What follows belongs to an exercise in optimizing a design on an open flow for small area and a short achievable clock period; a production flow would make more cautious choices.
The RTL was checked by simulation tests, not by an equivalence proof against the original design.
Power is estimated from default activity; no workload was simulated.

`config.mk`:
```
export PLATFORM = sky130hd
export DESIGN_NAME = wb_regfile
export DESIGN_NICKNAME = wb_regfile
export VERILOG_FILES = /design/flow/design.v
export SDC_FILE = /design/flow/constraint.sdc
export NUM_CORES = 4
export LEC_CHECK = 0
export CAP_MARGIN = 20
export CORE_MARGIN = 2
export CORE_UTILIZATION = 45
export CTS_BUF_LIST = sky130_fd_sc_hd__clkbuf_8
export PLACE_DENSITY = 0.62
export SETUP_SLACK_MARGIN = 3.7
export SLEW_MARGIN = 20
export SYNTH_HIERARCHICAL = 1
```
`constraint.sdc`:
```
create_clock -name core_clock -period 10.0 [get_ports {clk}]
set_input_delay 2.0000 -clock core_clock [delete_from_list [all_inputs] [get_ports {clk}]]
set_output_delay 2.0000 -clock core_clock [all_outputs]
set_load 0.01 [all_outputs]
```
`design.v`:
```
module wb_regfile #(
    parameter int XLEN = 32,
    parameter int NREG = 32
) (
    input  logic                    clk,
    input  logic                    rst,
    input  logic [3:0]              wb_in_wb,
    input  logic [XLEN-1:0]         wb_in_data_in,
    input  logic [XLEN-1:0]         wb_in_alu_result,
    input  logic [$clog2(NREG)-1:0] wb_in_rd_addr,
    input  logic [$clog2(NREG)-1:0] rs1_addr,
    input  logic [$clog2(NREG)-1:0] rs2_addr,
    output logic [XLEN-1:0]         rs1_data,
    output logic [XLEN-1:0]         rs2_data,
    output logic                    fwd_en,
    output logic [$clog2(NREG)-1:0] fwd_addr,
    output logic [XLEN-1:0]         fwd_data,
    output logic [$clog2(NREG)-1:0] last_wr_addr,
    output logic [XLEN-1:0]         last_wr_data,
    output logic [31:0]             retired
);
    localparam int AW = $clog2(NREG);
    logic reg_write;
    logic mem_to_reg;
    logic valid;
    logic we;
    logic [XLEN-1:0] wdata;
    logic [XLEN-1:0] wdata_r;      
    logic [NREG-1:1] wen;          
    logic [NREG-1:1] ld;           
    logic [NREG-1:1] sel1, sel2;   
    logic            hit1, hit2;   
    logic [XLEN*NREG-1:XLEN] regs_q;
    logic [AW-1:0]   last_wr_addr_q;
    logic [XLEN-1:0] last_wr_data_q;
    logic [31:0]     retired_q;
    assign reg_write  = wb_in_wb[0];
    assign mem_to_reg = wb_in_wb[1];
    assign valid      = wb_in_wb[2];
    assign wdata   = mem_to_reg ? wb_in_data_in : wb_in_alu_result;
    assign wdata_r = wdata & {XLEN{rst}};
    assign we      = reg_write & (wb_in_rd_addr != '0) & rst;
    assign fwd_en   = we;
    assign fwd_addr = wb_in_rd_addr;
    assign fwd_data = wdata;
    logic       rd_nz;
    logic [1:0] rd_z;
    logic       nrw;           
    wb_regfile_nor  #(.W(3)) u_rdz0 (.a(wb_in_rd_addr[2:0]), .y(rd_z[0]));
    wb_regfile_nor  #(.W(2)) u_rdz1 (.a(wb_in_rd_addr[4:3]), .y(rd_z[1]));
    wb_regfile_nand #(.W(2)) u_rdnz (.a(rd_z), .y(rd_nz));
    assign nrw = ~(reg_write & rst);
    wb_regfile_hit u_hit1 (.a(rs1_addr), .rd(wb_in_rd_addr), .nrw(nrw), .rd_nz(rd_nz), .hit(hit1));
    wb_regfile_hit u_hit2 (.a(rs2_addr), .rd(wb_in_rd_addr), .nrw(nrw), .rd_nz(rd_nz), .hit(hit2));
    logic       nwe;           
    logic [3:0] nw_lo, n1_lo, n2_lo;
    logic [7:0] nw_hi, n1_hi, n2_hi;
    assign nwe = ~(reg_write & rst);
    wb_regfile_predec u_dec_w (.a(wb_in_rd_addr), .n_lo(nw_lo), .n_hi(nw_hi));
    wb_regfile_predec u_dec_1 (.a(rs1_addr),      .n_lo(n1_lo), .n_hi(n1_hi));
    wb_regfile_predec u_dec_2 (.a(rs2_addr),      .n_lo(n2_lo), .n_hi(n2_hi));
    for (genvar i = 1; i < NREG; i++) begin : g_reg
        wb_regfile_nor #(.W(3)) u_wen  (.a({nw_lo[i%4], nw_hi[i/4], nwe}),    .y(wen[i]));
        wb_regfile_nor #(.W(3)) u_sel1 (.a({n1_lo[i%4], n1_hi[i/4], wen[i]}), .y(sel1[i]));
        wb_regfile_nor #(.W(3)) u_sel2 (.a({n2_lo[i%4], n2_hi[i/4], wen[i]}), .y(sel2[i]));
        assign ld[i] = wen[i] | ~rst;
        always_ff @(posedge clk) begin
            if (ld[i]) regs_q[XLEN*i +: XLEN] <= wdata_r;
        end
    end
    for (genvar b = 0; b < XLEN; b++) begin : g_rd
        logic [NREG-1:0] col;
        assign col[0] = wdata[b];
        for (genvar i = 1; i < NREG; i++) begin : g_col
            assign col[i] = regs_q[XLEN*i + b];
        end
        wb_regfile_andor #(.N(NREG)) u_rd1 (.d(col), .s({sel1, hit1}), .y(rs1_data[b]));
        wb_regfile_andor #(.N(NREG)) u_rd2 (.d(col), .s({sel2, hit2}), .y(rs2_data[b]));
    end
    always_ff @(posedge clk) begin
        if (!rst) begin
            last_wr_addr_q <= '0;
            last_wr_data_q <= '0;
            retired_q      <= '0;
        end else begin
            if (we) begin
                last_wr_addr_q <= wb_in_rd_addr;
                last_wr_data_q <= wdata;
            end
            if (valid) begin
                retired_q <= retired_q + 32'd1;
            end
        end
    end
    assign last_wr_addr = last_wr_addr_q;
    assign last_wr_data = last_wr_data_q;
    assign retired      = retired_q;
endmodule
module wb_regfile_andor #(
    parameter int N = 32
) (
    input  logic [N-1:0] d,
    input  logic [N-1:0] s,
    output logic         y
);
    logic [10:0] g;
    logic [3:0]  h;
    logic [1:0]  k;
    for (genvar j = 0; j < 10; j++) begin : g_aoi
        wb_regfile_aoi #(.W(3)) u_aoi (.d(d[3*j +: 3]), .s(s[3*j +: 3]), .y(g[j]));
    end
    wb_regfile_aoi #(.W(2)) u_aoi_last (.d(d[31:30]), .s(s[31:30]), .y(g[10]));
    for (genvar j = 0; j < 3; j++) begin : g_nand
        wb_regfile_nand #(.W(3)) u_nand (.a(g[3*j +: 3]), .y(h[j]));
    end
    wb_regfile_nand #(.W(2)) u_nand_last (.a(g[10:9]), .y(h[3]));
    for (genvar j = 0; j < 2; j++) begin : g_nor
        wb_regfile_nor #(.W(2)) u_nor (.a(h[2*j +: 2]), .y(k[j]));
    end
    wb_regfile_nand #(.W(2)) u_out (.a(k), .y(y));
endmodule
module wb_regfile_hit (
    input  logic [4:0] a,
    input  logic [4:0] rd,
    input  logic       nrw,
    input  logic       rd_nz,
    output logic       hit
);
    logic [4:0] x;
    logic [1:0] t;
    for (genvar b = 0; b < 5; b++) begin : g_x
        wb_regfile_xor u_x (.a(a[b]), .b(rd[b]), .y(x[b]));
    end
    wb_regfile_nor #(.W(3)) u_t0 (.a(x[2:0]), .y(t[0]));
    wb_regfile_nor #(.W(3)) u_t1 (.a({x[4:3], nrw}), .y(t[1]));
    wb_regfile_and #(.W(3)) u_hit (.a({t, rd_nz}), .y(hit));
endmodule
module wb_regfile_xor (
    input  logic a,
    input  logic b,
    output logic y
);
    assign y = a ^ b;
endmodule
module wb_regfile_and #(
    parameter int W = 2
) (
    input  logic [W-1:0] a,
    output logic         y
);
    assign y = &a;
endmodule
module wb_regfile_predec (
    input  logic [4:0] a,
    output logic [3:0] n_lo,
    output logic [7:0] n_hi
);
    logic [4:0] na;
    for (genvar b = 0; b < 5; b++) begin : g_inv
        wb_regfile_nand #(.W(1)) u_inv (.a(a[b]), .y(na[b]));
    end
    for (genvar j = 0; j < 4; j++) begin : g_lo
        wb_regfile_nand #(.W(2)) u_lo (
            .a({j[1] ? a[1] : na[1], j[0] ? a[0] : na[0]}), .y(n_lo[j]));
    end
    for (genvar k = 0; k < 8; k++) begin : g_hi
        wb_regfile_nand #(.W(3)) u_hi (
            .a({k[2] ? a[4] : na[4], k[1] ? a[3] : na[3], k[0] ? a[2] : na[2]}), .y(n_hi[k]));
    end
endmodule
module wb_regfile_aoi #(
    parameter int W = 2
) (
    input  logic [W-1:0] d,
    input  logic [W-1:0] s,
    output logic         y
);
    assign y = ~|(d & s);
endmodule
module wb_regfile_nand #(
    parameter int W = 2
) (
    input  logic [W-1:0] a,
    output logic         y
);
    assign y = ~&a;
endmodule
module wb_regfile_nor #(
    parameter int W = 2
) (
    input  logic [W-1:0] a,
    output logic         y
);
    assign y = ~|a;
endmodule
```
`flow/run.sh`:
```
#!/bin/bash
# The standard layout (the standard.sh: ORFS synthesis through finish), with
# plain buf_2 cells as the port buffers and a clock tree of larger sink clusters
# without dummy loads. Each tool's output goes to standard.log.
set -euo pipefail
bash standard.sh \
  "BUFFER_PORTS_ARGS=-buffer_cell sky130_fd_sc_hd__buf_2" \
  "CTS_ARGS=-sink_clustering_enable -repair_clock_nets -buf_list sky130_fd_sc_hd__clkbuf_8 -sink_clustering_size 12 -sink_clustering_max_diameter 50 -dont_use_dummy_load" \
  finish > standard.log 2>&1
```
`standard.sh`:
```
#!/bin/bash
# synth_recipe.tcl (not shown) runs the flow's synth.tcl, then flattens the netlist and writes it again
# the make line also repeats each setting of config.mk as NAME=value (left out here)
make -C /OpenROAD-flow-scripts/flow DESIGN_CONFIG=/design/flow/config.mk WORK_HOME=/design/flow/orfs CLKGATE_MAP_FILE= SYNTH_SCRIPT=/design/flow/synth_recipe.tcl "${@:-finish}"
```
==> results.txt <==
==> power groups by stage <==
stage          registers [mW]  logic, mW  clock network [mW]
2_1_floorplan            5.55      0.400                   0
3_3_place_gp             5.56      0.816                   0
3_5_place_dp             5.60      0.834                   0
4_1_cts                  5.50      0.891                2.43
5_1_grt                  5.55      0.983                2.58
6_report                 5.51      0.950                2.42
==> critical path, delay by kind of cell <==
family,cells,cell delay [ns]
compound gates,1,0.10
buf+inv,4,0.79
simple gates,5,1.45
==> metrics by stage <==
step / instance area, sq um / std cells / hold slack [ns]
global route: 51560 / 4521 / 0.4915
detailed placement: 47760 / 4343 / 0.4518
global placement: 47690 / 4339 / 0.4440
CTS: 50580 / 4482 / 0.4618
finish: 51560 / 4521 / 0.4605
floorplan: 44020 / 2788 / 0.4783
==> worst paths after layout <==
path | start | endpoint | slack (ns) | depth (start not counted)
worst max-delay path | rs1_addr[4] | rs1_data[6] | 3.65 | 10
worst min-delay path | last_wr_data_q[29] | last_wr_data_q[29] | 0.46 | 2
worst max register to register | retired_q[0] | retired_q[20] | 7.66 | 5
worst min register to register | last_wr_data_q[29] | last_wr_data_q[29] | 0.46 | 2
==> registers in the layout (all words and copies together) (netlist names) <==
name	count
regs_q	992
retired_q	32
last_wr_addr_q	5
last_wr_data_q	32
==> cell families (layout without fill, tap and decap cells) <==
family	Yosys count	after routing	share of synthesized area, %
flops	1061	1061	70.86
compound gates	778	778	17.31
simple gates	768	770	9.205
buf+inv	125	579	1.399
mux	34	34	0.7737
xor+xnor	21	21	0.4181
fa+ha+maj	1	1	0.02844
other cells	0	1	0
==> placed cells by master (no fill, tap or decap), drive strengths merged, types with 4 or more instances in the layout <==
cell type	n
buf	400
inv	52
mux2i	34
and4	4
dfxtp	69
a222oi	640
a21oi	19
or4	13
xnor2	8
nor4	5
edfxtp	992
nor2	174
a22oi	65
o21ai	41
xor2	13
nand2	159
and3	4
nand4	7
or3	8
nand3	263
nand2b	32
o31ai	12
nor3	100
clkbuf	122
==> modules after synthesis, one instance, submodules excluded, excerpt <==
module | area, sq um | cells | times used
wb_regfile | 33550 | 1473 | 1
wb_regfile_xor | 8.758 | 1 | 10
==> layer usage <==
layer	vias up	wire length, um	part of all wire [%]
met2	2869	73860	46
met4	0	9466	5.9
met1	16490	54050	34
met3	495	22930	14
li1	13470	-	-
met5	-	0	0
==> cell type report <==
class                   count  area, sq um
fillers                  7718        45290
inverters                  55        251.5
well taps                1276         1597
diodes                      1        2.502
clock buffers             114         1569
repair buffers            410         3217
flip-flops and latches   1061        31170
multi-input cells        1604        13750
==> repair_timing <==
item	4_1_cts	5_1_grt
gates cloned	6	8
setup endpoints to repair	65	64
hold buffers	0	0
setup buffers	19	28
pin swaps	56	78
resized for setup	234	98
==> results.py <==
metrics = {
    "synthesis": {
        "syn_inst": 2788,
        "synthTopCellsByCount": "992 x edfxtp_1, 640 x a222oi_1, 263 x nand3_1",
        "synth_fp_nets": 2874,
        "async_reset_ff_share_pct": 0,
        "synth_edf_count": 992,
        "synthFlopType": "edfxtp_1",
        "synth.distinct_cells": 34,
        "synth_top_cells_by_area": "edfxtp_1 68%, a222oi_1 15%, dfxtp_1 3.1%",
        "ys_seq_area_share_pct": 70.86,
        "yosys_register_bits": 1061,
        "yosys.area.top_type_share_pct": 67.72,
        "syn-cell-area_sq_um": 43990,
        "avgSynthCellArea_sq_um": 15.78,
        "ys_warn_count": 7,
        "yosys.area.top_type": "edfxtp_1",
        "yosysMostFrequentCell": "edfxtp_1",
    },
    "status": {
        "outcome": "finished clean",
    },
    "clock_network": {
        "cts_buffer_depth": 3,
        "cts_num_sinks": 1061,
        "cts_tree": "built",
        "cts_made_buffers": 114,
        "clk_latency_ns": 0.74,
        "cts.htree.levels": 3,
        "cts_root_buf": "clkbuf_8",
        "clk_pin_slew_ns": 0.07,
    },
    "place": {
        "gp_congestion": 0.8694,
        "hpwlAfterDp_um": 86590,
        "pre_cts_slack_ns": 2.223,
        "numPortBuffers": 254,
    },
    "global_routing": {
        "gr-total-overflow": 0,
        "antenna_found_initial": 1,
        "grt_max_degree": 73,
        "grt_pass1_wl_um": 221400,
        "top_usage_layer": "met2",
        "use_met2_pct": 48.12,
        "grt_pass1_vias": 32760,
        "grt_use_total_pct": 30.55,
        "met1_usage_pct": 39.22,
        "use_met3_pct": 6.926,
    },
    "pwr": {
        "p_comb_share_pct": 10.7,
        "power_frac_clock_pct": 27.3,
        "power.internal_mw": 6.562,
        "p_per_area_nw_per_um2": 172.1,
        "netSwitchingFraction_pct": 26.07,
        "seq_power_share_pct": 62.0,
        "p_leak_nw": 17.83,
        "ir_drop_mv": 0.1000,
        "power_mw": 8.876,
        "switchingPower_mw": 2.314,
    },
    "floorplanning": {
        "die_h_um": 316.7,
        "dieArea_sq_um": 100300,
        "placementRows": 114,
        "coreArea_sq_um": 96850,
        "pin_count": 256,
        "initial_utilization_pct": 45.42,
        "fp.dieW_um": 316.7,
    },
    "worst_hold_path": {
        "hold_path.class": "reg -> reg",
    },
    "critical_path": {
        "endpoint_kind": "primary output",
        "crit_path_cell_trace": "buf_2 -> inv_1 -> nand3_2 -> nor3_4 -> buf_16 -> a222oi_1 -> nand3_1 -> nor2_1 -> nand2_1 -> buf_2",
        "crit_path_max_fanout": 16,
        "crit_required_ns": 8.00,
        "crit_top_cell": "buf_2",
        "arrival_ns": 4.35,
        "cpPeakStageDelay_ns": 0.68,
        "start_kind": "input pin",
        "cp_slowest_cell": "nor3_4",
        "worst-setup-path-type": "in -> out",
    },
    "detailed_routing": {
        "avgViaCountPerCell": 7.371,
        "dr.pass1.iters": 12,
        "dr.first_iter.drc_count": 7301,
        "vias": 33320,
        "ant_nets": 0,
        "drcViolationCount": 0,
        "wl_per_cell_um": 35.46,
        "wirelength_um": 160300,
    },
    "sta": {
        "rsz0062_at_grt": "yes",
        "setup_viol": 0,
        "fin_ws_ns": 3.649,
        "relSlewSlack_pct": 20.33,
        "tightest_slew_ns": 1.195,
        "fin_crit_sh_pct": 63.51,
        "min_period_ns": 6.351,
        "setup_tns_ns": 0,
        "clock.fmax_mhz": 157.5,
        "drv_slew": 0,
        "hold_viol_final": 0,
        "finClkSkew_ns": 0.02740,
    },
    "cells_and_area": {
        "layout.nets": 3332,
        "drive_above_1_share_pct": 27.07,
        "areaGrowthSynthToFinish_pct": 17.22,
        "fin_util_pct": 53.24,
    },
    "job": {
        "maxCapViolCount": 0,
    },
}

[port drivers added, routing unchanged]
The results above use ideal ports. As a check the final layout listed here was re-extracted and re-timed, cells and wires unchanged.
Step 1 assumes that a clkbuf_16 drives the clock port and a buf_2 every other input.
Step 2 moves the port delays by t, midway between the first and last clock arrival at a register: inputs arrive t later, outputs are due t later. That takes back most of the time a late clock gives input paths.
Slacks: ideal / step 1 / step 2; pairs: ideal / step 1.
t, ns: 0.796
slack for setup (ns): 3.649 / 3.435 / 3.435
worst setup path after step 2: input to output
worst register clock-pin slew, ns: 0.08 / 0.08
pins driven straight from the clock port: 1
After both steps this run still meets setup and hold. The setup slack of this run moves by -0.214 ns with the drivers and by -0.214 ns with both steps.
